This is an optimization exercise on Yosys and OpenROAD, whose aim is small area, a short achievable clock period and few clock cycles per item, not a production implementation.
Where RTL was checked, it was by simulation tests only, not by an equivalence proof against the original.
For runs 2 to 5, only the layout was checked, not whether the RTL still works.

==> flow/run.sh <==
#!/bin/bash
# synth_recipe.tcl (not shown) runs the flow's synth.tcl, then flattens the netlist and writes it again
# the make line also repeats each setting of config.mk as NAME=value (left out here)
make -C /OpenROAD-flow-scripts/flow DESIGN_CONFIG=/design/flow/config.mk WORK_HOME=/design/flow/orfs CLKGATE_MAP_FILE= SYNTH_SCRIPT=/design/flow/synth_recipe.tcl finish
==> flow/config.mk <==
export PLATFORM = sky130hd
export DESIGN_NAME = mat_engine_top
export DESIGN_NICKNAME = mat_engine_top
export VERILOG_FILES = /design/flow/design.v
export SDC_FILE = /design/flow/constraint.sdc
export NUM_CORES = 4
export LEC_CHECK = 0
export CAP_MARGIN = 20
export CORE_MARGIN = 2
export CORE_UTILIZATION = 40
export PLACE_DENSITY = 0.6
export SETUP_SLACK_MARGIN = 3.5
export SLEW_MARGIN = 20
==> flow/constraint.sdc <==
create_clock -name core_clock -period 8.5 [get_ports {clk}]
set_input_delay 1.7000 -clock core_clock [delete_from_list [all_inputs] [get_ports {clk}]]
set_output_delay 1.7000 -clock core_clock [all_outputs]
set_load 0.01 [all_outputs]
==> flow/design.v <==
`timescale 1ns/1ps
package mat_cfg_pkg;
    localparam int MAT_N  = 4;
    localparam int IDX_W  = 2;
    localparam int ADDR_W = 4;
    localparam int OPND_W = 8;
    localparam int ACC_W  = 20;
    typedef logic signed [OPND_W-1:0] operand_t;
    typedef logic signed [ACC_W-1:0]  acc_t;
    typedef logic [MAT_N*OPND_W-1:0] opnd_row_t;
    typedef logic [MAT_N*ACC_W-1:0] acc_row_t;
endpackage
`timescale 1ns/1ps
package mat_ctrl_pkg;
    typedef enum logic [1:0] {
        OP_NOP    = 2'd0,
        OP_LOAD_A = 2'd1,
        OP_LOAD_B = 2'd2,
        OP_START  = 2'd3
    } host_op_e;
    typedef enum logic [1:0] {
        EX_IDLE,
        EX_MAC,
        EX_STORE
    } exec_state_e;
endpackage
`timescale 1ns/1ps
import mat_ctrl_pkg::*;
module host_cmd_decode (
    input  logic                           clk,
    input  logic                           rst_n,
    input  logic                           cmd_valid,
    input  logic [1:0]                     cmd_op,
    input  logic                           busy_next,
    output logic                           wr_a,
    output logic                           wr_b,
    output logic                           start,
    output logic                           clr
);
    logic cmd_ok;
    assign cmd_ok = cmd_valid && !busy_next;
    assign wr_a   = cmd_ok && (cmd_op == OP_LOAD_A);
    assign wr_b   = cmd_ok && (cmd_op == OP_LOAD_B);
    always_ff @(posedge clk or negedge rst_n) begin
        if (!rst_n) begin
            start <= 1'b0;
        end else begin
            start <= cmd_ok && (cmd_op == OP_START);
        end
    end
    always_ff @(posedge clk or negedge rst_n) begin
        if (!rst_n) begin
            clr <= 1'b1;
        end else begin
            clr <= 1'b0;
        end
    end
endmodule
`timescale 1ns/1ps
import mat_cfg_pkg::*;
module operand_bank (
    input  logic                                 clk,
    input  logic                                 clr,
    input  logic                                 wr_a,
    input  logic                                 wr_b,
    input  logic                                 sel_a,
    input  logic [mat_cfg_pkg::ADDR_W-1:0]       addr,
    input  mat_cfg_pkg::operand_t                data,
    output logic [OPND_W-1:0]                    old_val,
    output logic [MAT_N*OPND_W-1:0]              x_row
);
    logic [MAT_N*MAT_N*OPND_W-1:0] mat_a;
    logic [MAT_N*MAT_N*OPND_W-1:0] mat_b;
    logic [IDX_W-1:0]              ai;
    logic [IDX_W-1:0]              aj;
    logic [IDX_W-1:0]              n_sel;
    logic [IDX_W-1:0]              rot;
    logic [MAT_N*OPND_W-1:0]       a_col;
    logic [MAT_N*OPND_W-1:0]       b_row;
    logic [MAT_N*OPND_W-1:0]       vec;
    assign ai    = addr[ADDR_W-1:IDX_W];
    assign aj    = addr[IDX_W-1:0];
    assign n_sel = sel_a ? aj : ai;
    assign rot   = sel_a ? ai : aj;
    always_ff @(posedge clk) begin
        for (int e = 0; e < MAT_N*MAT_N; e++) begin
            if (clr || (wr_a && addr == ADDR_W'(e))) mat_a[e*OPND_W +: OPND_W] <= clr ? '0 : data;
            if (clr || (wr_b && addr == ADDR_W'(e))) mat_b[e*OPND_W +: OPND_W] <= clr ? '0 : data;
        end
    end
    always_comb begin
        for (int n = 0; n < MAT_N; n++) begin
            a_col[n*OPND_W +: OPND_W] = mat_a[(n*MAT_N + n_sel)*OPND_W +: OPND_W];
            b_row[n*OPND_W +: OPND_W] = mat_b[(n_sel*MAT_N + n)*OPND_W +: OPND_W];
        end
        vec = sel_a ? b_row : a_col;
        for (int m = 0; m < MAT_N; m++) begin
            logic [IDX_W-1:0] q;
            q = IDX_W'(m) - rot;
            x_row[m*OPND_W +: OPND_W] = vec[q*OPND_W +: OPND_W];
        end
        old_val = sel_a ? a_col[ai*OPND_W +: OPND_W] : b_row[aj*OPND_W +: OPND_W];
    end
endmodule
`timescale 1ns/1ps
import mat_cfg_pkg::*;
module matmul_execute (
    input  logic                            clk,
    input  logic                            rst_n,
    input  logic                            clr,
    input  logic                            start,
    input  logic                            load,
    input  logic                            sel_a,
    input  logic [ADDR_W-1:0]               addr,
    input  mat_cfg_pkg::operand_t           data,
    input  logic [OPND_W-1:0]               old_val,
    input  logic [MAT_N*OPND_W-1:0]         x_row,
    output logic                            busy,
    output logic                            busy_next,
    output logic                            done,
    output logic [MAT_N*MAT_N*ACC_W-1:0]    c_live
);
    localparam int DW = OPND_W + 1;
    logic                        s1_vld;
    logic signed [DW-1:0]        s1_d;
    logic [3:0]                  s1_bn  [MAT_N];
    logic [3:0]                  s1_bo  [MAT_N];
    logic [3:0]                  s1_bt  [MAT_N];
    logic [IDX_W-1:0]            s1_sel [MAT_N];
    logic signed [ACC_W-1:0]     c_old  [MAT_N];
    logic signed [ACC_W-1:0]     c_new  [MAT_N];
    assign busy_next = start;
    always_ff @(posedge clk or negedge rst_n) begin
        if (!rst_n) begin
            busy <= 1'b0;
            done <= 1'b0;
        end else begin
            busy <= busy_next;
            if (start) begin
                done <= 1'b0;
            end else if (busy) begin
                done <= 1'b1;
            end
        end
    end
    always_ff @(posedge clk or negedge rst_n) begin
        if (!rst_n) begin
            s1_vld <= 1'b0;
        end else begin
            s1_vld <= load;
        end
    end
    always_ff @(posedge clk) begin
        s1_d <= DW'($signed(data)) - DW'($signed(old_val));
        for (int m = 0; m < MAT_N; m++) begin
            for (int k = 0; k < 4; k++) begin
                logic [2:0] t;
                t = {x_row[m*OPND_W + 2*k + 1], x_row[m*OPND_W + 2*k],
                     (k == 0) ? 1'b0 : x_row[m*OPND_W + 2*k - 1]};
                s1_bn[m][k] <= t[2];
                s1_bo[m][k] <= t[1] ^ t[0];
                s1_bt[m][k] <= (t == 3'b011) || (t == 3'b100);
            end
            s1_sel[m] <= sel_a ? addr[ADDR_W-1:IDX_W] : IDX_W'(m) - addr[IDX_W-1:0];
        end
    end
    always_comb begin
        for (int m = 0; m < MAT_N; m++) begin
            c_old[m] = '0;
            for (int r = 0; r < MAT_N; r++) begin
                if (s1_sel[m] == IDX_W'(r)) begin
                    c_old[m] = c_live[(r*MAT_N + ((m - r) & (MAT_N - 1)))*ACC_W +: ACC_W];
                end
            end
        end
    end
    for (genvar m = 0; m < MAT_N; m++) begin : g_lane
        mac_lane u_mac (
            .d (s1_d),
            .bn(s1_bn[m]),
            .bo(s1_bo[m]),
            .bt(s1_bt[m]),
            .c (c_old[m]),
            .y (c_new[m])
        );
    end
    always_ff @(posedge clk) begin
        for (int r = 0; r < MAT_N; r++) begin
            for (int c = 0; c < MAT_N; c++) begin
                if (clr || (s1_vld && s1_sel[(r + c) % MAT_N] == IDX_W'(r))) begin
                    c_live[(r*MAT_N + c)*ACC_W +: ACC_W] <= clr ? '0 : c_new[(r + c) % MAT_N];
                end
            end
        end
    end
endmodule
module mac_lane (
    input  logic [8:0]  d,
    input  logic [3:0]  bn,
    input  logic [3:0]  bo,
    input  logic [3:0]  bt,
    input  logic [19:0] c,
    output logic [19:0] y
);
    logic p0_0, p0_1, p0_2, p0_3, p0_4, p0_5, p0_6, p0_7, p0_8, p0_9, p1_0, p1_1, p1_2, p1_3, p1_4, p1_5, p1_6, p1_7, p1_8, p1_9, p2_0, p2_1, p2_2, p2_3, p2_4, p2_5, p2_6, p2_7, p2_8, p2_9, p3_0, p3_1, p3_2, p3_3, p3_4, p3_5, p3_6, p3_7, p3_8, p3_9, s0, k0, s1, k1, s2, k2, s3, k3, s4, k4, s5, k5, s6, k6, s7, k7, s8, k8, s9, k9, s10, k10, s11, k11, s12, k12, s13, k13, s14, k14, s15, k15, s16, k16, s17, k17, s18, k18, s19, k19, s20, k20, s21, k21, s22, k22, s23, k23, s24, k24, s25, k25, s26, k26, s27, k27, s28, k28, s29, k29, s30, k30, s31, k31, s32, k32, s33, k33, s34, k34, s35, k35, s36, k36, s37, k37, s38, k38, s39, k39, s40, k40, s41, k41, s42, k42, s43, k43, s44, k44, s45, k45, s46, k46;
    logic [19:0] r0;
    logic [19:0] r1;
    assign p0_0 = ((bo[0] & d[0]) | (bt[0] & 1'b0)) ^ bn[0];
    assign p0_1 = ((bo[0] & d[1]) | (bt[0] & d[0])) ^ bn[0];
    assign p0_2 = ((bo[0] & d[2]) | (bt[0] & d[1])) ^ bn[0];
    assign p0_3 = ((bo[0] & d[3]) | (bt[0] & d[2])) ^ bn[0];
    assign p0_4 = ((bo[0] & d[4]) | (bt[0] & d[3])) ^ bn[0];
    assign p0_5 = ((bo[0] & d[5]) | (bt[0] & d[4])) ^ bn[0];
    assign p0_6 = ((bo[0] & d[6]) | (bt[0] & d[5])) ^ bn[0];
    assign p0_7 = ((bo[0] & d[7]) | (bt[0] & d[6])) ^ bn[0];
    assign p0_8 = ((bo[0] & d[8]) | (bt[0] & d[7])) ^ bn[0];
    assign p0_9 = ((bo[0] & d[8]) | (bt[0] & d[8])) ^ bn[0];
    assign p1_0 = ((bo[1] & d[0]) | (bt[1] & 1'b0)) ^ bn[1];
    assign p1_1 = ((bo[1] & d[1]) | (bt[1] & d[0])) ^ bn[1];
    assign p1_2 = ((bo[1] & d[2]) | (bt[1] & d[1])) ^ bn[1];
    assign p1_3 = ((bo[1] & d[3]) | (bt[1] & d[2])) ^ bn[1];
    assign p1_4 = ((bo[1] & d[4]) | (bt[1] & d[3])) ^ bn[1];
    assign p1_5 = ((bo[1] & d[5]) | (bt[1] & d[4])) ^ bn[1];
    assign p1_6 = ((bo[1] & d[6]) | (bt[1] & d[5])) ^ bn[1];
    assign p1_7 = ((bo[1] & d[7]) | (bt[1] & d[6])) ^ bn[1];
    assign p1_8 = ((bo[1] & d[8]) | (bt[1] & d[7])) ^ bn[1];
    assign p1_9 = ((bo[1] & d[8]) | (bt[1] & d[8])) ^ bn[1];
    assign p2_0 = ((bo[2] & d[0]) | (bt[2] & 1'b0)) ^ bn[2];
    assign p2_1 = ((bo[2] & d[1]) | (bt[2] & d[0])) ^ bn[2];
    assign p2_2 = ((bo[2] & d[2]) | (bt[2] & d[1])) ^ bn[2];
    assign p2_3 = ((bo[2] & d[3]) | (bt[2] & d[2])) ^ bn[2];
    assign p2_4 = ((bo[2] & d[4]) | (bt[2] & d[3])) ^ bn[2];
    assign p2_5 = ((bo[2] & d[5]) | (bt[2] & d[4])) ^ bn[2];
    assign p2_6 = ((bo[2] & d[6]) | (bt[2] & d[5])) ^ bn[2];
    assign p2_7 = ((bo[2] & d[7]) | (bt[2] & d[6])) ^ bn[2];
    assign p2_8 = ((bo[2] & d[8]) | (bt[2] & d[7])) ^ bn[2];
    assign p2_9 = ((bo[2] & d[8]) | (bt[2] & d[8])) ^ bn[2];
    assign p3_0 = ((bo[3] & d[0]) | (bt[3] & 1'b0)) ^ bn[3];
    assign p3_1 = ((bo[3] & d[1]) | (bt[3] & d[0])) ^ bn[3];
    assign p3_2 = ((bo[3] & d[2]) | (bt[3] & d[1])) ^ bn[3];
    assign p3_3 = ((bo[3] & d[3]) | (bt[3] & d[2])) ^ bn[3];
    assign p3_4 = ((bo[3] & d[4]) | (bt[3] & d[3])) ^ bn[3];
    assign p3_5 = ((bo[3] & d[5]) | (bt[3] & d[4])) ^ bn[3];
    assign p3_6 = ((bo[3] & d[6]) | (bt[3] & d[5])) ^ bn[3];
    assign p3_7 = ((bo[3] & d[7]) | (bt[3] & d[6])) ^ bn[3];
    assign p3_8 = ((bo[3] & d[8]) | (bt[3] & d[7])) ^ bn[3];
    assign p3_9 = ((bo[3] & d[8]) | (bt[3] & d[8])) ^ bn[3];
    assign s0 = p0_4 ^ p1_2;
    assign k0 = p0_4 & p1_2;
    assign s1 = p0_5 ^ p1_3;
    assign k1 = p0_5 & p1_3;
    assign s2 = p0_6 ^ p1_4 ^ p2_2;
    assign k2 = (p0_6 & p1_4) | (p0_6 & p2_2) | (p1_4 & p2_2);
    assign s3 = p3_0 ^ bn[3];
    assign k3 = p3_0 & bn[3];
    assign s4 = p0_7 ^ p1_5 ^ p2_3;
    assign k4 = (p0_7 & p1_5) | (p0_7 & p2_3) | (p1_5 & p2_3);
    assign s5 = p3_1 ^ c[7];
    assign k5 = p3_1 & c[7];
    assign s6 = p0_8 ^ p1_6 ^ p2_4;
    assign k6 = (p0_8 & p1_6) | (p0_8 & p2_4) | (p1_6 & p2_4);
    assign s7 = p3_2 ^ c[8];
    assign k7 = p3_2 & c[8];
    assign s8 = ~p0_9 ^ p1_7 ^ p2_5;
    assign k8 = (~p0_9 & p1_7) | (~p0_9 & p2_5) | (p1_7 & p2_5);
    assign s9 = p3_3 ^ c[9] ^ 1'b1;
    assign k9 = (p3_3 & c[9]) | (p3_3 & 1'b1) | (c[9] & 1'b1);
    assign s10 = p1_8 ^ p2_6 ^ p3_4;
    assign k10 = (p1_8 & p2_6) | (p1_8 & p3_4) | (p2_6 & p3_4);
    assign s11 = c[10] ^ 1'b1;
    assign k11 = c[10] & 1'b1;
    assign s12 = ~p1_9 ^ p2_7 ^ p3_5;
    assign k12 = (~p1_9 & p2_7) | (~p1_9 & p3_5) | (p2_7 & p3_5);
    assign s13 = p2_8 ^ p3_6;
    assign k13 = p2_8 & p3_6;
    assign s14 = p0_2 ^ p1_0;
    assign k14 = p0_2 & p1_0;
    assign s15 = p0_3 ^ p1_1;
    assign k15 = p0_3 & p1_1;
    assign s16 = p2_0 ^ bn[2] ^ c[4];
    assign k16 = (p2_0 & bn[2]) | (p2_0 & c[4]) | (bn[2] & c[4]);
    assign s17 = p2_1 ^ c[5] ^ k0;
    assign k17 = (p2_1 & c[5]) | (p2_1 & k0) | (c[5] & k0);
    assign s18 = c[6] ^ k1 ^ s2;
    assign k18 = (c[6] & k1) | (c[6] & s2) | (k1 & s2);
    assign s19 = k2 ^ k3 ^ s4;
    assign k19 = (k2 & k3) | (k2 & s4) | (k3 & s4);
    assign s20 = k4 ^ k5 ^ s6;
    assign k20 = (k4 & k5) | (k4 & s6) | (k5 & s6);
    assign s21 = k6 ^ k7 ^ s8;
    assign k21 = (k6 & k7) | (k6 & s8) | (k7 & s8);
    assign s22 = k8 ^ k9 ^ s10;
    assign k22 = (k8 & k9) | (k8 & s10) | (k9 & s10);
    assign s23 = c[11] ^ k10 ^ k11;
    assign k23 = (c[11] & k10) | (c[11] & k11) | (k10 & k11);
    assign s24 = c[12] ^ 1'b1 ^ k12;
    assign k24 = (c[12] & 1'b1) | (c[12] & k12) | (1'b1 & k12);
    assign s25 = ~p2_9 ^ p3_7 ^ c[13];
    assign k25 = (~p2_9 & p3_7) | (~p2_9 & c[13]) | (p3_7 & c[13]);
    assign s26 = p3_8 ^ c[14];
    assign k26 = p3_8 & c[14];
    assign s27 = p0_0 ^ bn[0];
    assign k27 = p0_0 & bn[0];
    assign s28 = p0_1 ^ c[1];
    assign k28 = p0_1 & c[1];
    assign s29 = bn[1] ^ c[2] ^ s14;
    assign k29 = (bn[1] & c[2]) | (bn[1] & s14) | (c[2] & s14);
    assign s30 = c[3] ^ k14 ^ s15;
    assign k30 = (c[3] & k14) | (c[3] & s15) | (k14 & s15);
    assign s31 = s0 ^ k15 ^ s16;
    assign k31 = (s0 & k15) | (s0 & s16) | (k15 & s16);
    assign s32 = s1 ^ k16 ^ s17;
    assign k32 = (s1 & k16) | (s1 & s17) | (k16 & s17);
    assign s33 = s3 ^ k17 ^ s18;
    assign k33 = (s3 & k17) | (s3 & s18) | (k17 & s18);
    assign s34 = s5 ^ k18 ^ s19;
    assign k34 = (s5 & k18) | (s5 & s19) | (k18 & s19);
    assign s35 = s7 ^ k19 ^ s20;
    assign k35 = (s7 & k19) | (s7 & s20) | (k19 & s20);
    assign s36 = s9 ^ k20 ^ s21;
    assign k36 = (s9 & k20) | (s9 & s21) | (k20 & s21);
    assign s37 = s11 ^ k21 ^ s22;
    assign k37 = (s11 & k21) | (s11 & s22) | (k21 & s22);
    assign s38 = s12 ^ k22 ^ s23;
    assign k38 = (s12 & k22) | (s12 & s23) | (k22 & s23);
    assign s39 = s13 ^ k23 ^ s24;
    assign k39 = (s13 & k23) | (s13 & s24) | (k23 & s24);
    assign s40 = k13 ^ k24 ^ s25;
    assign k40 = (k13 & k24) | (k13 & s25) | (k24 & s25);
    assign s41 = 1'b1 ^ k25 ^ s26;
    assign k41 = (1'b1 & k25) | (1'b1 & s26) | (k25 & s26);
    assign s42 = ~p3_9 ^ c[15] ^ k26;
    assign k42 = (~p3_9 & c[15]) | (~p3_9 & k26) | (c[15] & k26);
    assign s43 = c[16] ^ 1'b1;
    assign k43 = c[16] & 1'b1;
    assign s44 = c[17] ^ 1'b1;
    assign k44 = c[17] & 1'b1;
    assign s45 = c[18] ^ 1'b1;
    assign k45 = c[18] & 1'b1;
    assign s46 = c[19] ^ 1'b1;
    assign k46 = c[19] & 1'b1;
    assign r0 = {k45, k44, k43, k42, k41, k40, k39, k38, k37, k36, k35, k34, k33, k32, k31, k30, k29, k28, k27, c[0]};
    assign r1 = {s46, s45, s44, s43, s42, s41, s40, s39, s38, s37, s36, s35, s34, s33, s32, s31, s30, s29, s28, s27};
    assign y  = r0 + r1;
endmodule
`timescale 1ns/1ps
import mat_cfg_pkg::*;
module result_store (
    input  logic                           clk,
    input  logic                           copy,
    input  logic [MAT_N*MAT_N*ACC_W-1:0]   c_live,
    input  logic [ADDR_W-1:0]              rd_addr,
    output mat_cfg_pkg::acc_t              rd_data
);
    logic [MAT_N*MAT_N*ACC_W-1:0] res;
    always_ff @(posedge clk) begin
        if (copy) res <= c_live;
    end
    assign rd_data = res[rd_addr*ACC_W +: ACC_W];
endmodule
`timescale 1ns/1ps
import mat_cfg_pkg::*;
module mat_engine_top (
    input  logic                           clk,
    input  logic                           rst_n,
    input  logic                           cmd_valid,
    input  logic [1:0]                     cmd_op,
    input  logic [mat_cfg_pkg::ADDR_W-1:0] cmd_addr,
    input  logic [mat_cfg_pkg::OPND_W-1:0] cmd_data,
    input  logic [mat_cfg_pkg::ADDR_W-1:0] rd_addr,
    output logic [mat_cfg_pkg::ACC_W-1:0]  rd_data,
    output logic                           busy,
    output logic                           done
);
    logic                          wr_a;
    logic                          wr_b;
    logic                          start;
    logic                          clr;
    logic                          busy_next;
    logic                          sel_a;
    logic [OPND_W-1:0]             old_val;
    logic [MAT_N*OPND_W-1:0]       x_row;
    logic [MAT_N*MAT_N*ACC_W-1:0]  c_live;
    assign sel_a = (cmd_op == mat_ctrl_pkg::OP_LOAD_A);
    host_cmd_decode u_decode (
        .clk       (clk),
        .rst_n     (rst_n),
        .cmd_valid (cmd_valid),
        .cmd_op    (cmd_op),
        .busy_next (busy_next),
        .wr_a      (wr_a),
        .wr_b      (wr_b),
        .start     (start),
        .clr       (clr)
    );
    operand_bank u_bank (
        .clk     (clk),
        .clr     (clr),
        .wr_a    (wr_a),
        .wr_b    (wr_b),
        .sel_a   (sel_a),
        .addr    (cmd_addr),
        .data    (cmd_data),
        .old_val (old_val),
        .x_row   (x_row)
    );
    matmul_execute u_exec (
        .clk       (clk),
        .rst_n     (rst_n),
        .clr       (clr),
        .start     (start),
        .load      (wr_a || wr_b),
        .sel_a     (sel_a),
        .addr      (cmd_addr),
        .data      (cmd_data),
        .old_val   (old_val),
        .x_row     (x_row),
        .busy      (busy),
        .busy_next (busy_next),
        .done      (done),
        .c_live    (c_live)
    );
    result_store u_result (
        .clk      (clk),
        .copy     (busy),
        .c_live   (c_live),
        .rd_addr  (rd_addr),
        .rd_data  (rd_data)
    );
endmodule
==> results of run 1 <==
==> path summary, 6_finish.rpt <==
kind / start / to / slack [ps] / depth (start not counted)
worst max-delay path: rd_addr[0] / rd_data[4] / 3500 / 6
worst min-delay path: u_exec.c_live[79] / u_result.res[79] / 400 / 0
worst max register to register: u_exec.s1_sel[1][1] / u_exec.c_live[99] / 3600 / 16
worst min register to register: u_exec.c_live[79] / u_result.res[79] / 400 / 0
max in group asynchronous: rst_n / u_exec.busy / 6800 / 1
min in group asynchronous: rst_n / u_exec.done / 1340 / 1
==> registers in the layout, summed over array words and instances (netlist names), 6 cells and up <==
signal	count
u_exec.s1_bn	16
u_bank.mat_b	128
u_result.res	320
u_exec.c_live	320
u_exec.s1_bo	16
u_exec.s1_bt	16
u_exec.s1_d	9
u_exec.s1_sel	6
u_bank.mat_a	128
==> layer usage <==
metal,track usage,up-vias
met1,0.315,15600
met4,0.0611,2
met3,0.0305,214
li1,-,12900
met2,0.373,1351
met5,0,-
==> through the flow <==
step | std cells | hold slack, ps | utilization | instance area (sq um)
after floorplan | 3390 | 375 | - | 48900
after global placement | 4921 | 426 | 0.420 | 51100
after detailed placement | 4922 | 427 | 0.421 | 51200
after CTS | 5144 | 408 | 0.455 | 55300
after global routing | 5168 | 417 | 0.460 | 55900
final | 5168 | 401 | 0.460 | 55900
==> final cells by class <==
| cell class | count | share of cell area |
|---|---|---|
| multi-input combinational | 1968 | 0.345 |
| sequential | 964 | 0.507 |
| inverter | 256 | 0.0173 |
| clock inverter | 52 | 0.00960 |
| clock buffer | 126 | 0.0469 |
| timing repair buffer | 177 | 0.0382 |
| tap | 1625 | 0.0364 |
==> worst reg2reg max path, stage by stage, from the launching register on <==
cell,delay (ps)
dfxtp_2,530
buf_6,400
mux4_2,410
inv_1,170
ha_1,170
inv_1,50
fa_1,490
inv_1,40
fa_1,470
inv_1,40
ha_1,400
nand3_1,150
o31ai_2,410
nand2_1,190
o21ai_0,430
xnor2_1,170
nor2_1,90
==> repair_timing <==
item | 4_1_cts | 5_1_grt
hold endpoints to repair | 0 | 0
cloned | 11 | 5
buffers inserted | 33 | 18
pin swaps | 5 | 10
resized for setup | 170 | 78
endpoints found under the setup margin | 201 | 102
==> synth_stat cells (22+ instances only) <==
cell      instances
nor2_1          135
o22ai_1          22
o21bai_1         27
dfxtp_1          63
buf_1            32
a22oi_1         167
a21oi_1         120
edfxtp_1        896
a21o_1           63
ha_1            160
mux2i_1          99
xor2_1           88
o21ai_0          71
clkbuf_1        137
nand3_1          29
nand2_1         226
fa_1            113
inv_1           248
nor2b_1          33
mux4_2          203
xnor2_1         135
==> cells by family after synthesis <==
family | count (synthesis) | share of synthesized area
AO/OA/AOI/OAI | 611 | 0.0858
multiplexers | 338 | 0.123
buffers and inverters | 461 | 0.0377
AND/OR/NAND/NOR | 519 | 0.0479
adder cells (fa/ha/maj) | 273 | 0.0872
other | 1 | 0.0000767
XOR/XNOR | 223 | 0.0399
flip-flops | 964 | 0.579
==> notes.md, run 1 <==
Worst clock skew -> 55.5 ps
Latest clock arrival within the worst-skew pair -> 720 ps
Metal3 WL -> 10700 um
Clk root buf -> clkbuf_16
Die Span Y -> 354 um
Antenna violations before repair -> 3
Max Clock Freq -> 0.200 GHz
Total GRT Usage -> 0.226
Synth top area share -> 0.550
Synth Area per Inst -> 14.4 sq um
Final-report setup violation count -> 0
TritonCTS Sinks -> 964
Pre-CTS setup slack -> 1810 ps
Post-route setup slack -> 3500 ps
Required @ worst endpoint -> 6800 ps
Most frequent cells in the layout -> edfxtp_1 (896), inv_1 (246), nand2_1 (226)
Crit path arrival time -> 3300 ps
Avg WL per Cell -> 27.9 um
Top area cells in the synthesized netlist -> edfxtp_1 (55%), mux4_2 (9.4%), fa_1 (4.6%), ha_1 (4.1%), dfxtp_1 (2.6%)
Syn. warnings -> 15
Most common library cell in the layout ignoring fill and taps -> edfxtp_1
Core area -> 122000 sq um
Max-cap violation count -> 0
Max Slew Vio Count -> 0
IO Pins -> 43
Die width -> 354 um
Area Overhead vs Synth -> 14.4%
Synth async-reset ratio -> 0.00519
Layout Nets -> 3760
Vias -> 30.0k
Biggest area consumer among synthesized cells -> edfxtp_1
Met2 wire len -> 69300 um
Worst-path clk slew -> 60 ps
Synth Instances -> 3390
Router iterations before antenna repair -> 6
Crit-path cells -> buf_16 -> buf_16 -> buf_12 -> mux4_2 -> mux4_2 -> buf_6
Setup_tns -> 0 ps
Worst slew margin relative to its limit -> 0.246
TritonCTS clock tree -> yes
Top FF cell, synth -> edfxtp_1
Critical Path End Type -> primary output
Starting Density -> 0.402
Metal-1 WL -> 60200 um
Highest Signal Layer -> met5
Post-synthesis cell type count -> 84
Hpwl dp -> 96700 um
Final antenna diode count -> 0
Multi-input logic area -> 19300 sq um
Synth Register Bits -> 964
First-pass GRT wire length -> 205000 um
H-tree Lvls -> 3
Outcome -> timing/DRC/antenna clean
Post-synth EDFFs -> 896
Detail Route Antenna Nets -> 0
Sequential cell area -> 28400 sq um
Mapped Nets -> 3684
Port bufs -> 42
Initial drt markers -> 3347
Max stage delay on crit path -> 540 ps
CP Launch Type -> input port
CP bufs+invs -> 4
CTS buffer count -> 99
Mapped cell area -> 48900 sq um
DRC -> 0
Number of fill cells -> 10.6k
Layout cells sized above 1 -> 0.186
Site Rows -> 128
Final hold violations -> 0
Crit share post-route -> 0.588
GRT overflow -> 0
Sequential fraction of the synthesis area -> 0.579
Least-Margin Pin Slew -> 1120 ps
Crit Path Max Fanout -> 5
DRT Wirelength -> 144000 um
Number of global-route vias before repair -> 29.2k
Hold/Removal Path Class -> reg2reg
CP max-delay cell -> mux4_2
Gpl congestion -> 0.945
Min Clock Period, post-route -> 5000 ps
Pin count of the biggest net entering global routing -> 80
Cell family with most CP delay -> multiplexers
Unrepaired setup endpoints after global routing -> true
Die ar. -> 125000 sq um
Post-cts hold buffer count -> 0
Clock Path Buffers -> 3
Vias/cell -> 5.81
CP Class -> in2out
Testbench counts, summed over its fixed seeds: cycles 12,816, items 480.
==> run 2: changes to the inputs <==
--- a/flow/design.v
+++ b/flow/design.v
@@ -7,2 +7,3 @@
     localparam int ACC_W  = 20;
+    localparam int C_W    = 18;
     typedef logic signed [OPND_W-1:0] operand_t;
@@ -120,3 +121,3 @@
     output logic                            done,
-    output logic [MAT_N*MAT_N*ACC_W-1:0]    c_live
+    output logic [MAT_N*MAT_N*C_W-1:0]    c_live
 );
@@ -129,4 +130,4 @@
     logic [IDX_W-1:0]            s1_sel [MAT_N];
-    logic signed [ACC_W-1:0]     c_old  [MAT_N];
-    logic signed [ACC_W-1:0]     c_new  [MAT_N];
+    logic signed [C_W-1:0]       c_old  [MAT_N];
+    logic signed [C_W-1:0]       c_new  [MAT_N];
     assign busy_next = start;
@@ -171,3 +172,3 @@
                 if (s1_sel[m] == IDX_W'(r)) begin
-                    c_old[m] = c_live[(r*MAT_N + ((m - r) & (MAT_N - 1)))*ACC_W +: ACC_W];
+                    c_old[m] = c_live[(r*MAT_N + ((m - r) & (MAT_N - 1)))*C_W +: C_W];
                 end
@@ -190,3 +191,3 @@
                 if (clr || (s1_vld && s1_sel[(r + c) % MAT_N] == IDX_W'(r))) begin
-                    c_live[(r*MAT_N + c)*ACC_W +: ACC_W] <= clr ? '0 : c_new[(r + c) % MAT_N];
+                    c_live[(r*MAT_N + c)*C_W +: C_W] <= clr ? '0 : c_new[(r + c) % MAT_N];
                 end
@@ -201,8 +202,8 @@
     input  logic [3:0]  bt,
-    input  logic [19:0] c,
-    output logic [19:0] y
+    input  logic [17:0] c,
+    output logic [17:0] y
 );
-    logic p0_0, p0_1, p0_2, p0_3, p0_4, p0_5, p0_6, p0_7, p0_8, p0_9, p1_0, p1_1, p1_2, p1_3, p1_4, p1_5, p1_6, p1_7, p1_8, p1_9, p2_0, p2_1, p2_2, p2_3, p2_4, p2_5, p2_6, p2_7, p2_8, p2_9, p3_0, p3_1, p3_2, p3_3, p3_4, p3_5, p3_6, p3_7, p3_8, p3_9, s0, k0, s1, k1, s2, k2, s3, k3, s4, k4, s5, k5, s6, k6, s7, k7, s8, k8, s9, k9, s10, k10, s11, k11, s12, k12, s13, k13, s14, k14, s15, k15, s16, k16, s17, k17, s18, k18, s19, k19, s20, k20, s21, k21, s22, k22, s23, k23, s24, k24, s25, k25, s26, k26, s27, k27, s28, k28, s29, k29, s30, k30, s31, k31, s32, k32, s33, k33, s34, k34, s35, k35, s36, k36, s37, k37, s38, k38, s39, k39, s40, k40, s41, k41, s42, k42, s43, k43, s44, k44, s45, k45, s46, k46;
-    logic [19:0] r0;
-    logic [19:0] r1;
+    logic p0_0, p0_1, p0_2, p0_3, p0_4, p0_5, p0_6, p0_7, p0_8, p0_9, p1_0, p1_1, p1_2, p1_3, p1_4, p1_5, p1_6, p1_7, p1_8, p1_9, p2_0, p2_1, p2_2, p2_3, p2_4, p2_5, p2_6, p2_7, p2_8, p2_9, p3_0, p3_1, p3_2, p3_3, p3_4, p3_5, p3_6, p3_7, p3_8, p3_9, s0, k0, s1, k1, s2, k2, s3, k3, s4, k4, s5, k5, s6, k6, s7, k7, s8, k8, s9, k9, s10, k10, s11, k11, s12, k12, s13, k13, s14, k14, s15, k15, s16, k16, s17, k17, s18, k18, s19, k19, s20, k20, s21, k21, s22, k22, s23, k23, s24, k24, s25, k25, s26, k26, s27, k27, s28, k28, s29, k29, s30, k30, s31, k31, s32, k32, s33, k33, s34, k34, s35, k35, s36, k36, s37, k37, s38, k38, s39, k39, s40, k40, s41, k41, s42, k42, s43, k43, s44, k44;
+    logic [17:0] r0;
+    logic [17:0] r1;
     assign p0_0 = ((bo[0] & d[0]) | (bt[0] & 1'b0)) ^ bn[0];
@@ -337,8 +338,4 @@
     assign k44 = c[17] & 1'b1;
-    assign s45 = c[18] ^ 1'b1;
-    assign k45 = c[18] & 1'b1;
-    assign s46 = c[19] ^ 1'b1;
-    assign k46 = c[19] & 1'b1;
-    assign r0 = {k45, k44, k43, k42, k41, k40, k39, k38, k37, k36, k35, k34, k33, k32, k31, k30, k29, k28, k27, c[0]};
-    assign r1 = {s46, s45, s44, s43, s42, s41, s40, s39, s38, s37, s36, s35, s34, s33, s32, s31, s30, s29, s28, s27};
+    assign r0 = {k43, k42, k41, k40, k39, k38, k37, k36, k35, k34, k33, k32, k31, k30, k29, k28, k27, c[0]};
+    assign r1 = {s44, s43, s42, s41, s40, s39, s38, s37, s36, s35, s34, s33, s32, s31, s30, s29, s28, s27};
     assign y  = r0 + r1;
@@ -350,3 +347,3 @@
     input  logic                           copy,
-    input  logic [MAT_N*MAT_N*ACC_W-1:0]   c_live,
+    input  logic [MAT_N*MAT_N*C_W-1:0]   c_live,
     input  logic [ADDR_W-1:0]              rd_addr,
@@ -354,3 +351,3 @@
 );
-    logic [MAT_N*MAT_N*ACC_W-1:0] res;
+    logic [MAT_N*MAT_N*C_W-1:0] res;
     always_ff @(posedge clk) begin
@@ -358,3 +355,3 @@
     end
-    assign rd_data = res[rd_addr*ACC_W +: ACC_W];
+    assign rd_data = ACC_W'($signed(res[rd_addr*C_W +: C_W]));
 endmodule
@@ -382,3 +379,3 @@
     logic [MAT_N*OPND_W-1:0]       x_row;
-    logic [MAT_N*MAT_N*ACC_W-1:0]  c_live;
+    logic [MAT_N*MAT_N*C_W-1:0]  c_live;
     assign sel_a = (cmd_op == mat_ctrl_pkg::OP_LOAD_A);
==> run 2 against run 1 <==
Non-clock buffer count is 5 higher. Still clean on timing, DRC and antenna. Synthesized cell count is 9.7% lower. Design area is 6.3% lower. First-iteration DRC count is 8.7% lower. Final cell count is 8.2% lower. Critical path depth is 2 higher. Synthesized area is 6.2% lower. Maximum frequency is 2.5% lower.
==> notes.md, run 2 <==
Outcome -> timing/DRC/antenna clean
Clock Path Buffers -> 3 (unchanged)
Reg2Reg Setup Slack -> 3650 ps (+50 ps)
Crit path arrival time -> 3430 ps (+130 ps)
Unrepaired setup endpoints after global routing -> true
Synth Register Bits -> 900 (-6.6%)
Worst clock skew -> 64.1 ps (+8.61 ps)
Util after Layout -> 0.459 (-0.000765)
Vias -> 27.4k (-8.7%)
Sequential cell area -> 26400 sq um (-6.9%)
TritonCTS clock tree -> yes
Multi-input logic area -> 18000 sq um (-6.6%)
Max Slew Vio Count -> 0 (unchanged)
Reg2Reg Depth -> 15 (-1)
R2R Path Start -> u_exec.s1_d[6]
Area Overhead vs Synth -> 14.2%
Top FF cell, synth -> edfxtp_1
Crit-path cells -> buf_16 -> buf_12 -> buf_16 -> buf_12 -> buf_6 -> mux4_2 -> mux4_2 -> buf_6
H-tree Lvls -> 3 (unchanged)
Crit share post-route -> 0.604 (+0.0154)
Synth top area share -> 0.545 (-0.00559)
CTS buffer count -> 92 (-7.1%)
Required @ worst endpoint -> 6800 ps (about the same)
Max-cap violation count -> 0 (unchanged)
Avg WL per Cell -> 27.8 um (-0.51%)
Mapped cell area -> 45900 sq um (-6.2%)
Hold path depth -> 0 (unchanged)
CP Class -> in2out
Worst slew margin relative to its limit -> 0.272 (+0.0256)
Die width -> 343 um (-3.1%)
TritonCTS Sinks -> 900 (-6.6%)
Starting Density -> 0.402 (about the same)
Crit Path Max Fanout -> 6 (+1)
Max stage delay on crit path -> 510 ps (-30 ps)
DRT Wirelength -> 132000 um (-8.7%)
Post-synthesis cell type count -> 70 (-17%)
Biggest regs -> u_exec.c_live (288), u_result.res (288)
Most common library cell in the layout ignoring fill and taps -> edfxtp_1
CP max-delay cell -> mux4_2
Site Rows -> 124 (-3.1%)
Layout Nets -> 3439 (-8.5%)
Critical Path End Type -> primary output
Setup_tns -> 0 ps (unchanged)
Number of fill cells -> 10.0k (-5.1%)
Number of global-route vias before repair -> 27.2k (-6.9%)
Clk root buf -> clkbuf_16
Hpwl dp -> 88900 um (-8.2%)
Final hold violations -> 0 (unchanged)
Mapped Nets -> 3346 (-9.2%)
Most frequent cell after synthesis -> edfxtp_1
Synth async-reset ratio -> 0.00556 (+0.000369)
Worst Hold Launch -> u_exec.c_live[110]
Sequential fraction of the synthesis area -> 0.575 (-0.00372)
Post-cts hold buffer count -> 0 (unchanged)
R2r endpoint -> u_exec.c_live[123]
Layout cells sized above 1 -> 0.194 (+0.00828)
Latest clock arrival within the worst-skew pair -> 700 ps (-20 ps)
Syn. warnings -> 15 (unchanged)
Die ar. -> 117000 sq um (-6.1%)
Total GRT Usage -> 0.224 (-0.00175)
Most frequent cells in the layout -> edfxtp_1 (832), inv_1 (229), mux4_2 (217)
Synth top cells by count -> edfxtp_1 (832), inv_1 (231), mux4_2 (217), a22oi_1 (163), ha_1 (152)
GRT overflow -> 0 (unchanged)
DRC -> 0 (unchanged)
Pin count of the biggest net entering global routing -> 81 (+1.3%)
IO Pins -> 43 (unchanged)
Synth Instances -> 3060 (-9.7%)
Biggest area consumer among synthesized cells -> edfxtp_1
First-pass GRT wire length -> 190000 um (-7.5%)
Core area -> 114000 sq um (-6.2%)
Max Clock Freq -> 0.195 GHz (-2.5%)
WHS Endpoint -> u_result.res[110]
Initial drt markers -> 3055 (-8.7%)
Least-Margin Pin Slew -> 1090 ps (-32.0 ps)
Gpl congestion -> 0.951 (+0.66%)
Final-report setup violation count -> 0 (unchanged)
Min Clock Period, post-route -> 5130 ps (+131 ps)
Hold/Removal Path Class -> reg2reg
Top area cells in the synthesized netlist -> edfxtp_1 (54%), mux4_2 (11%), fa_1 (4.9%), ha_1 (4.1%), dfxtp_1 (2.7%)
Worst-path clk slew -> 60 ps (about the same)
Antenna violations before repair -> 4 (+1)
Port bufs -> 42 (unchanged)
Detail Route Antenna Nets -> 0 (unchanged)
CP Launch Type -> input port
Vias/cell -> 5.78 (-0.54%)
Post-synth EDFFs -> 832 (-7.1%)
Die Span Y -> 343 um (-3.1%)
Router iterations before antenna repair -> 6 (unchanged)
Synth Area per Inst -> 15.0 sq um (+3.9%)
run 2: cells by family after synthesis:
group,synth area share
DFF,0.575
AOI/OAI and AO/OA,0.0821
buffers and inverters,0.0375
and+or+nand+nor,0.0387
muxes,0.135
adders and majority gates,0.0908
xor gates and xnor gates,0.0412
other,0.0000818
run 2: per-stage QoR:
step / setup slack (ps) / instance area (sq um) / cells / hold slack [ps]
after floorplan: 3500 / 45900 / 3060 / 375
after global placement: 2220 / 48000 / 4503 / 425
after detailed placement: 2190 / 48000 / 4505 / 429
after CTS: 3310 / 52000 / 4721 / 427
after global routing: 3350 / 52400 / 4744 / 437
final: 3370 / 52400 / 4745 / 421
run 2: area by class of cell:
class                      instances  area share
multi-input combinational       1740       0.344
inverter                         237      0.0171
tap                             1512      0.0361
clock buffer                     108      0.0459
sequential                       900       0.504
clock inverter                    65      0.0126
antenna                            1   0.0000478
timing repair buffer             182      0.0403
run 2: what timing repair did:
action	CTS	global route
pin swaps	1	4
resized for setup	121	79
setup endpoints to repair	177	89
endpoints found under the hold margin	0	0
cloned	9	2
buffers inserted	34	20
run 2: layer usage:
metal,up-vias,track usage,routed length (um)
li1,11800,-,-
met5,-,0,12
met1,14200,0.309,54400
met4,2,0.0614,3550
met3,194,0.0285,9460
met2,1191,0.375,64300
run 2: worst max path at each step:
stage                     startpoint             end  slack (ps)  cells after the start
after floorplan            cmd_op[0]  u_exec.s1_d[7]        3500                     15
after global placement     cmd_op[0]  u_exec.s1_d[8]        2220                     15
after detailed placement   cmd_op[0]  u_exec.s1_d[8]        2190                     15
after CTS                 rd_addr[0]      rd_data[3]        3310                      7
after global routing      rd_addr[0]      rd_data[7]        3350                      8
final                     rd_addr[0]      rd_data[7]        3370                      8
run 2: critical path: cells and delay by family:
kind / cells / cell delay, ps
muxes: 2 / 990
buffers and inverters: 6 / 720
==> run 3: changes to the inputs <==
--- a/flow/config.mk
+++ b/flow/config.mk
@@ -7,2 +7,3 @@
 export LEC_CHECK = 0
+export ABC_CLOCK_PERIOD_IN_PS = 3500
 export CAP_MARGIN = 20
==> run 3 against run 2 <==
Largest cell class unchanged. Design area unchanged. Sequential share of layout area unchanged. Highest routed layer unchanged.
==> notes.md, run 3 <==
Total GRT Usage -> 0.224 (unchanged)
H-tree Lvls -> 3 (unchanged)
Die width -> 343 um (unchanged)
Crit share post-route -> 0.604 (unchanged)
Most frequent cell after synthesis -> edfxtp_1
Top area cells in the synthesized netlist -> edfxtp_1 (54%), mux4_2 (11%), fa_1 (4.9%), ha_1 (4.1%), dfxtp_1 (2.7%)
Clk root buf -> clkbuf_16
Critical Path End Type -> primary output
Synth top area share -> 0.545 (unchanged)
Most common library cell in the layout ignoring fill and taps -> edfxtp_1
Vias -> 27.4k (unchanged)
CTS buffer count -> 92 (unchanged)
Cells after DPL -> 4505 (unchanged)
Site Rows -> 124 (unchanged)
Required @ worst endpoint -> 6800 ps (about the same)
Vias/cell -> 5.78 (unchanged)
First-pass GRT wire length -> 190000 um (unchanged)
CP Launch Type -> input port
Biggest regs -> u_exec.c_live (288), u_result.res (288)
Hold/Removal Path Class -> reg2reg
Crit-path cells -> buf_16 -> buf_12 -> buf_16 -> buf_12 -> buf_6 -> mux4_2 -> mux4_2 -> buf_6
Sequential fraction of the synthesis area -> 0.575 (unchanged)
Min Clock Period, post-route -> 5130 ps (unchanged)
Core area -> 114000 sq um (unchanged)
Max Clock Freq -> 0.195 GHz (unchanged)
DRT Wirelength -> 132000 um (unchanged)
Max stage delay on crit path -> 510 ps (about the same)
Crit Path Max Fanout -> 6 (unchanged)
DRC -> 0 (unchanged)
IO Pins -> 43 (unchanged)
Router iterations before antenna repair -> 6 (unchanged)
Number of global-route vias before repair -> 27.2k (unchanged)
Final hold violations -> 0 (unchanged)
Top FF cell, synth -> edfxtp_1
Die Span Y -> 343 um (unchanged)
CP Class -> in2out
Port bufs -> 42 (unchanged)
Dpl cell area -> 48000 sq um (unchanged)
Worst clock skew -> 64.1 ps (unchanged)
Antenna violations before repair -> 4 (unchanged)
Outcome -> timing/DRC/antenna clean
Unrepaired setup endpoints after global routing -> true
Starting Density -> 0.402 (unchanged)
Util after Layout -> 0.459 (unchanged)
Detail Route Antenna Nets -> 0 (unchanged)
Post-synthesis cell type count -> 70 (unchanged)
Max Slew Vio Count -> 0 (unchanged)
Max-cap violation count -> 0 (unchanged)
Final-report setup violation count -> 0 (unchanged)
GRT overflow -> 0 (unchanged)
Latest clock arrival within the worst-skew pair -> 700 ps (about the same)
Layout Nets -> 3439 (unchanged)
Synth top cells by count -> edfxtp_1 (832), inv_1 (231), mux4_2 (217), a22oi_1 (163), ha_1 (152)
Synth async-reset ratio -> 0.00556 (unchanged)
Layout cells sized above 1 -> 0.194 (unchanged)
Setup_tns -> 0 ps (unchanged)
Gpl congestion -> 0.951 (unchanged)
TritonCTS Sinks -> 900 (unchanged)
Least-Margin Pin Slew -> 1090 ps (unchanged)
Mapped Nets -> 3346 (unchanged)
Most frequent cells in the layout -> edfxtp_1 (832), inv_1 (229), mux4_2 (217)
Synth Instances -> 3060 (unchanged)
Crit path arrival time -> 3430 ps (about the same)
Die ar. -> 117000 sq um (unchanged)
Avg WL per Cell -> 27.8 um (unchanged)
Synth Register Bits -> 900 (unchanged)
Initial drt markers -> 3055 (unchanged)
Biggest area consumer among synthesized cells -> edfxtp_1
Cell Count, Final, Fillers Out -> 4745 (unchanged)
Mapped cell area -> 45900 sq um (unchanged)
Worst-path clk slew -> 60 ps (about the same)
Design Area, Final -> 52400 sq um (unchanged)
Area Overhead vs Synth -> 14.2% (unchanged)
Pin count of the biggest net entering global routing -> 81 (unchanged)
Clock Path Buffers -> 3 (unchanged)
Hpwl dp -> 88900 um (unchanged)
Worst slew margin relative to its limit -> 0.272 (unchanged)
Post-synth EDFFs -> 832 (unchanged)
Synth Area per Inst -> 15.0 sq um (unchanged)
Syn. warnings -> 15 (unchanged)
TritonCTS clock tree -> yes
CP max-delay cell -> mux4_2
-- run 3: worst max-delay path, delay by kind of cell --
family | cells | cell delay [ps]
buffers and inverters | 6 | 720
multiplexers | 2 | 990
-- run 3: metrics by stage --
stage	hold slack, ps	setup WS (ps)
finish	421	3370
global route	437	3350
CTS	427	3310
detailed placement	429	2190
global placement	425	2220
floorplan	375	3500
-- run 3: path summary, 6_finish.rpt --
check	slack, ps	cells after the start	to	from
min in group asynchronous	1280	1	u_decode.start	rst_n
hold reg to reg	420	0	u_result.res[110]	u_exec.c_live[110]
setup reg to reg	3650	15	u_exec.c_live[123]	u_exec.s1_d[6]
max in group asynchronous	6940	1	u_decode.clr	rst_n
hold / removal	420	0	u_result.res[110]	u_exec.c_live[110]
setup / recovery	3370	8	rd_data[7]	rd_addr[0]
-- run 3: layer usage --
| layer | track usage | wire length [um] |
|---|---|---|
| met5 | 0 | 12 |
| met3 | 0.0285 | 9460 |
| met1 | 0.309 | 54400 |
| met2 | 0.375 | 64300 |
| met4 | 0.0614 | 3550 |
-- run 3: cell families after synthesis --
logic type	Yosys count	share of synthesized area
multiplexers	342	0.135
AO/OA/AOI/OAI	527	0.0821
buffers and inverters	421	0.0375
AND/OR/NAND/NOR	388	0.0387
other	1	0.0000818
XOR/XNOR	216	0.0412
flip-flops	900	0.575
adder cells (fa/ha/maj)	265	0.0908
-- run 3: repair_timing --
action | 4_1_cts | 5_1_grt
hold buffers | 0 | 0
setup endpoints to repair | 177 | 89
gates cloned | 9 | 2
pin swaps | 1 | 4
setup buffers | 34 | 20
gates resized for setup | 121 | 79
-- run 3: final cells by class --
cell class / instances / area [sq um]
multi-input cells: 1740 / 18000
flip-flops and latches: 900 / 26400
clock buffers: 108 / 2400
inverters: 237 / 895
fillers: 10000 / 61700
diodes: 1 / 2.50
clock inverters: 65 / 661
repair buffers: 182 / 2110
well taps: 1512 / 1890
==> run 4: changes to the inputs <==
--- a/flow/config.mk
+++ b/flow/config.mk
@@ -7,3 +7,2 @@
 export LEC_CHECK = 0
-export ABC_CLOCK_PERIOD_IN_PS = 3500
 export CAP_MARGIN = 20
@@ -12,3 +11,3 @@
 export PLACE_DENSITY = 0.6
-export SETUP_SLACK_MARGIN = 3.5
+export SETUP_SLACK_MARGIN = 4.0
 export SLEW_MARGIN = 20
==> run 4 against run 3 <==
Critical path type unchanged. Register-to-register slack better by 130 ps. Die area stayed put. Sequential cell count did not move. Still clean.
==> notes.md, run 4 <==
Outcome -> timing/DRC/antenna clean
Mapped cell area -> 45900 sq um (unchanged)
Clk root buf -> clkbuf_16
Design Area, Final -> 55400 sq um (+5.7%)
Most frequent cells in the layout -> edfxtp_1 (832), inv_1 (218), mux4_2 (217)
Post-synthesis cell type count -> 70 (unchanged)
IO Pins -> 43 (unchanged)
Die Span Y -> 343 um (unchanged)
Dpl cell area -> 48000 sq um (about the same)
TritonCTS Sinks -> 900 (unchanged)
First-pass GRT wire length -> 199000 um (+4.8%)
Synth Area per Inst -> 15.0 sq um (unchanged)
CP Launch Type -> input port
Latest clock arrival within the worst-skew pair -> 700 ps (about the same)
Synth top area share -> 0.545 (unchanged)
Biggest area consumer among synthesized cells -> edfxtp_1
Multi-input logic area -> 19500 sq um (+8.3%)
Vias -> 28.2k (+2.8%)
Setup_tns -> 0 ps (unchanged)
Most common library cell in the layout ignoring fill and taps -> edfxtp_1
Number of fill cells -> 9630 (-4.0%)
Total GRT Usage -> 0.237 (+0.0126)
GRT overflow -> 0 (unchanged)
Die ar. -> 117000 sq um (unchanged)
Router iterations before antenna repair -> 8 (+2)
Synth Register Bits -> 900 (unchanged)
Worst clock skew -> 31.6 ps (-32.5 ps)
Syn. warnings -> 15 (unchanged)
Critical Path End Type -> primary output
Detail Route Antenna Nets -> 0 (unchanged)
Pin count of the biggest net entering global routing -> 182 (+120%)
Synth top cells by count -> edfxtp_1 (832), inv_1 (231), mux4_2 (217), a22oi_1 (163), ha_1 (152)
Top FF cell, synth -> edfxtp_1
CTS buffer count -> 93 (+1.1%)
Antenna violations before repair -> 1 (-3)
Post-cts hold buffer count -> 0 (unchanged)
Initial drt markers -> 3213 (+5.2%)
Final hold violations -> 0 (unchanged)
Post-synth EDFFs -> 832 (unchanged)
Vias/cell -> 5.82 (+0.69%)
TritonCTS clock tree -> yes
Gpl congestion -> 0.930 (-2.3%)
Crit Path Max Fanout -> 8 (+2)
Hpwl dp -> 91200 um (+2.6%)
Port bufs -> 42 (unchanged)
Max Slew Vio Count -> 0 (unchanged)
Core area -> 114000 sq um (unchanged)
CP Class -> in2out
Final-report setup violation count -> 0 (unchanged)
Crit share post-route -> 0.585 (-0.0191)
Number of global-route vias before repair -> 27.4k (+0.80%)
Hold WS -> 404 ps (-16.7 ps)
Mapped Nets -> 3346 (unchanged)
Synth async-reset ratio -> 0.00556 (unchanged)
Sequential fraction of the synthesis area -> 0.575 (unchanged)
Max-cap violation count -> 0 (unchanged)
Avg WL per Cell -> 29.0 um (+4.4%)
Synth Instances -> 3060 (unchanged)
Worst slew margin relative to its limit -> 0.169 (-0.103)
Required @ worst endpoint -> 6800 ps (about the same)
Most frequent cell after synthesis -> edfxtp_1
DRT Wirelength -> 140000 um (+6.6%)
Biggest regs -> u_exec.c_live (288), u_result.res (288)
Starting Density -> 0.402 (unchanged)
Sequential cell area -> 26500 sq um (+0.19%)
Clock Path Buffers -> 3 (unchanged)
Top area cells in the synthesized netlist -> edfxtp_1 (54%), mux4_2 (11%), fa_1 (4.9%), ha_1 (4.1%), dfxtp_1 (2.7%)
Layout cells sized above 1 -> 0.293 (+0.0987)
Min Clock Period, post-route -> 4970 ps (-163 ps)
Least-Margin Pin Slew -> 1250 ps (+157 ps)
Worst-path clk slew -> 60 ps (about the same)
Die width -> 343 um (unchanged)
DRC -> 0 (unchanged)
Max Clock Freq -> 0.201 GHz (+3.3%)
Final antenna diode count -> 0 (-1)
Unrepaired setup endpoints after global routing -> true
Site Rows -> 124 (unchanged)
Layout Nets -> 3540 (+2.9%)
Crit path arrival time -> 3270 ps (-160 ps)
Hold/Removal Path Class -> reg2reg
Area Overhead vs Synth -> 20.7%
H-tree Lvls -> 3 (unchanged)
[run 4: layer usage]
layer / wire length (um) / global-route usage / up-vias
li1: - / - / 12000
met1: 57100 / 0.321 / 14600
met2: 67700 / 0.387 / 1301
met3: 9380 / 0.0327 / 248
met4: 6200 / 0.0927 / 2
met5: 20 / 0 / -
[run 4: timing repair]
action	in CTS	in global routing
gates resized for setup	378	233
setup buffers	93	50
endpoints found under the hold margin	0	0
cloned	25	2
pin swaps	55	104
endpoints found under the setup margin	269	172
[run 4: logic make-up (layout without fill, tap and decap cells)]
| logic type | Yosys count | count (layout) | share of synthesized area |
|---|---|---|---|
| multiplexers | 342 | 342 | 0.135 |
| AND/OR/NAND/NOR | 388 | 388 | 0.0387 |
| buffers and inverters | 421 | 689 | 0.0375 |
| flip-flops | 900 | 900 | 0.575 |
| AO/OA/AOI/OAI | 527 | 530 | 0.0821 |
| XOR/XNOR | 216 | 216 | 0.0412 |
| adder cells (fa/ha/maj) | 265 | 265 | 0.0908 |
| other | 1 | 1 | 0.0000818 |
[run 4: worst paths after layout]
path                                      from                  to  slack [ps]  cells after the start
max in group asynchronous                rst_n        u_decode.clr        7020                      1
min in group asynchronous                rst_n      u_decode.start        1230                      1
worst max register to register  u_exec.s1_d[4]  u_exec.c_live[267]        3780                     16
worst max-delay path                rd_addr[0]          rd_data[7]        3530                      6
worst min-delay path            u_decode.start         u_exec.busy         400                      0
worst min register to register  u_decode.start         u_exec.busy         400                      0
[run 4: cell type report]
class / instances / share of cell area
inverter: 237 / 0.0162
timing repair buffer: 280 / 0.0635
clock buffer: 112 / 0.0441
sequential: 900 / 0.478
tap: 1512 / 0.0342
multi-input combinational: 1742 / 0.352
clock inverter: 60 / 0.0118
[run 4: worst max-delay path, cell delays in order]
cell and delay [ps]:
buf_16 130, buf_12 120, buf_16 130, mux4_2 500, mux4_2 520, buf_6 150
[run 4: through the flow]
step / util / instances / setup WS [ps]
detailed placement: 0.421 / 4498 / 2000
finish: 0.486 / 4843 / 3530
global placement: 0.421 / 4498 / 2070
floorplan: - / 3060 / 3540
CTS: 0.472 / 4788 / 3520
global route: 0.486 / 4843 / 3500
==> run 5: changes to the inputs <==
--- a/flow/config.mk
+++ b/flow/config.mk
@@ -11,3 +11,3 @@
 export PLACE_DENSITY = 0.6
-export SETUP_SLACK_MARGIN = 4.0
+export SETUP_SLACK_MARGIN = 3.0
 export SLEW_MARGIN = 20
==> run 5 against run 4 <==
Via count shrank 4.9%. Register-to-register slack lost 510 ps. Global-route usage down 1.4 points. Critical path type unchanged. Largest cell class unchanged.
==> notes.md, run 5 <==
Outcome -> timing/DRC/antenna clean
Layout cells sized above 1 -> 0.164 (-0.129)
R2r endpoint -> u_exec.c_live[285]
Biggest area consumer among synthesized cells -> edfxtp_1
Min Clock Period, post-route -> 5480 ps (+514 ps)
Number of fill cells -> 10.1k (+4.8%)
Number of global-route vias before repair -> 27.1k (-1.2%)
Most common library cell in the layout ignoring fill and taps -> edfxtp_1
Area Overhead vs Synth -> 12.2%
Avg WL per Cell -> 27.7 um (-4.5%)
Synth Instances -> 3060 (unchanged)
Clk root buf -> clkbuf_16
Cell Count, Final, Fillers Out -> 4684 (-3.3%)
Cell family with most CP delay -> multiplexers
CTS buffer count -> 95 (+2.2%)
Vias -> 26.8k (-4.9%)
Biggest regs -> u_exec.c_live (288), u_result.res (288)
Antenna violations before repair -> 3 (+2)
Layout Nets -> 3375 (-4.7%)
Final-report setup violation count -> 0 (unchanged)
Max Slew Vio Count -> 0 (unchanged)
Critical Path End Type -> primary output
Worst clock skew -> 56.9 ps (+25.3 ps)
R2R Path Start -> u_exec.s1_sel[2][1]
Sequential cell area -> 26400 sq um (-0.23%)
Gpl congestion -> 0.921 (-0.90%)
Max Clock Freq -> 0.182 GHz (-9.4%)
H-tree Lvls -> 3 (unchanged)
Die ar. -> 117000 sq um (unchanged)
Synth async-reset ratio -> 0.00556 (unchanged)
Hold path depth -> 0 (unchanged)
Worst slew margin relative to its limit -> 0.299 (+0.130)
Router iterations before antenna repair -> 6 (-2)
Worst-path clk slew -> 60 ps (about the same)
Core area -> 114000 sq um (unchanged)
Site Rows -> 124 (unchanged)
GRT overflow -> 0 (unchanged)
CP bufs+invs -> 3 (-1)
Post-synthesis cell type count -> 70 (unchanged)
Initial drt markers -> 2662 (-17%)
DRC -> 0 (unchanged)
Crit-path cells -> buf_12 -> buf_16 -> mux4_2 -> mux4_2 -> clkdlybuf4s50_1
Setup_tns -> 0 ps (unchanged)
Synth top cells by count -> edfxtp_1 (832), inv_1 (231), mux4_2 (217), a22oi_1 (163), ha_1 (152)
Multi-input logic area -> 17900 sq um (-8.2%)
Pin count of the biggest net entering global routing -> 78 (-57%)
Max-cap violation count -> 0 (unchanged)
Final hold violations -> 0 (unchanged)
Synth Area per Inst -> 15.0 sq um (unchanged)
Syn. warnings -> 15 (unchanged)
Synth Register Bits -> 900 (unchanged)
Reg2Reg Depth -> 16 (unchanged)
Required @ worst endpoint -> 6800 ps (about the same)
Total GRT Usage -> 0.223 (-0.0143)
Unrepaired setup endpoints after global routing -> true
Vias/cell -> 5.72 (-1.7%)
Post-synth EDFFs -> 832 (unchanged)
Worst Hold Launch -> u_exec.c_live[104]
Detail Route Antenna Nets -> 0 (unchanged)
Mapped Nets -> 3346 (unchanged)
CP most frequent cell -> mux4_2
WHS Endpoint -> u_result.res[104]
Most frequent cell after synthesis -> edfxtp_1
First-pass GRT wire length -> 189000 um (-5.2%)
TritonCTS clock tree -> yes
Clock Path Buffers -> 3 (unchanged)
Post-cts hold buffer count -> 0 (unchanged)
Top FF cell, synth -> edfxtp_1
Cells after DPL -> 4492 (-0.13%)
Top area cells in the synthesized netlist -> edfxtp_1 (54%), mux4_2 (11%), fa_1 (4.9%), ha_1 (4.1%), dfxtp_1 (2.7%)
Crit Path Max Fanout -> 19 (+11)
TritonCTS Sinks -> 900 (unchanged)
Latest clock arrival within the worst-skew pair -> 720 ps (+20 ps)
Dpl cell area -> 47900 sq um (-0.18%)
Port bufs -> 42 (unchanged)
Die Span Y -> 343 um (unchanged)
Design Area, Final -> 51500 sq um (-7.0%)
DRT Wirelength -> 130000 um (-7.7%)
Reg2Reg Setup Slack -> 3270 ps (-510 ps)
Hold/Removal Path Class -> reg2reg
Synth top area share -> 0.545 (unchanged)
CP Class -> in2out
CP Launch Type -> input port
Starting Density -> 0.402 (unchanged)
Crit share post-route -> 0.645 (+0.0604)
Hold WS -> 416 ps (+11.6 ps)
IO Pins -> 43 (unchanged)
Mapped cell area -> 45900 sq um (unchanged)
Crit path arrival time -> 3780 ps (+510 ps)
Hpwl dp -> 88900 um (-2.5%)
Most frequent cells in the layout -> edfxtp_1 (832), inv_1 (231), mux4_2 (217)
Least-Margin Pin Slew -> 1050 ps (-195 ps)
Die width -> 343 um (unchanged)
CP max-delay cell -> mux4_2
Sequential fraction of the synthesis area -> 0.575 (unchanged)
Max stage delay on crit path -> 540 ps (+20 ps)
## run 5: cell counts after synthesis
No cell type changed its count.
## run 5: per-layer routing
| layer | GRT usage | up-vias | wire (um) |
|---|---|---|---|
| li1 | - | 11700 | - |
| met1 | 0.302 | 13900 | 53800 |
| met2 | 0.369 | 1027 | 62900 |
| met3 | 0.0305 | 226 | 8270 |
| met4 | 0.0758 | 0 | 4630 |
| met5 | 0 | - | 0 |
## run 5: logic make-up after synthesis
| kind of cell | count (synthesis) | synth area share |
|---|---|---|
| buffers and inverters | 421 | 0.0375 |
| AOI/OAI and AO/OA | 527 | 0.0821 |
| adders and majority gates | 265 | 0.0908 |
| DFF | 900 | 0.575 |
| other | 1 | 0.0000818 |
| xor gates and xnor gates | 216 | 0.0412 |
| muxes | 342 | 0.135 |
| and+or+nand+nor | 388 | 0.0387 |
## run 5: worst max-delay path by stage
stage,from,end,slack (ps),depth (start not counted)
4_1_cts,cmd_op[0],u_exec.s1_d[7],2920,15
6_report,rd_addr[0],rd_data[17],3020,5
3_5_place_dp,cmd_addr[1],u_exec.s1_d[7],1720,13
2_1_floorplan,rd_addr[0],rd_data[18],3010,5
5_1_grt,cmd_op[1],u_exec.s1_d[7],2950,15
3_3_place_gp,cmd_addr[1],u_exec.s1_d[7],1720,13
## run 5: through the flow
stage | setup WS [ps] | util
2_1_floorplan | 3010 | -
5_1_grt | 2950 | 0.451
4_1_cts | 2920 | 0.450
3_5_place_dp | 1720 | 0.420
6_report | 3020 | 0.451
3_3_place_gp | 1720 | 0.420
## run 5: repair_timing
item / CTS / global route
setup buffers: 2 / 1
gates resized for setup: 21 / 20
hold endpoints to repair: 0 / 0
cloned: 6 / 3
endpoints found under the setup margin: 106 / 71
## run 5: final cells by class
class	instances	share of cell area
sequential	900	0.513
multi-input combinational	1740	0.348
clock buffer	119	0.0479
tap	1512	0.0367
timing repair buffer	115	0.0237
inverter	237	0.0174
clock inverter	59	0.0136
antenna	2	0.0000972
## run 5: worst reg2reg max path, stage by stage (launching register included)
cell	delay, ps
dfxtp_1	850
buf_4	540
mux4_2	390
inv_1	130
ha_1	170
inv_1	50
fa_1	490
inv_1	50
fa_1	470
inv_1	40
ha_1	330
a21o_1	220
a21o_1	180
a21oi_1	200
o21ai_0	200
a31oi_1	240
mux2_2	420

==> static timing again, ports no longer ideal <==
The flow's constraints put no driver on any port. The routed layouts listed below were extracted and timed again, unchanged, in two steps.
Step 1, drivers: a clkbuf_16 drives clk and a buf_2 each remaining input, both assumed.
Step 2 times the ports against the registers' clock, not the clock port: input delays grow and output delays shrink by t, the midpoint of the rising clock arrivals with the driver on.
Three values: ideal ports, drivers, drivers and shift; two values: the first two.
run | shift t [ns] | setup slack, ns | worst setup path after step 2 | worst slew at a driven data input, ns | cell pins on the clock port's net
run 1 | 0.756 | 3.499 / 3.152 / 2.860 | input to register | 0.39 | 1
run 2 | 0.734 | 3.368 / 3.193 / 2.813 | input to register | 0.18 | 1
run 3 | 0.734 | 3.368 / 3.193 / 2.813 | input to register | 0.18 | 1
run 4 | 0.750 | 3.531 / 3.018 / 3.018 | input to output | 0.61 | 1
run 5 | 0.754 | 3.017 / 2.951 / 2.357 | input to register | 0.08 | 1
After both steps setup and hold are still met in every run listed. For run 5, which loses most, drivers alone change the setup slack by -0.066 ns; drivers and shift together by -0.660 ns.
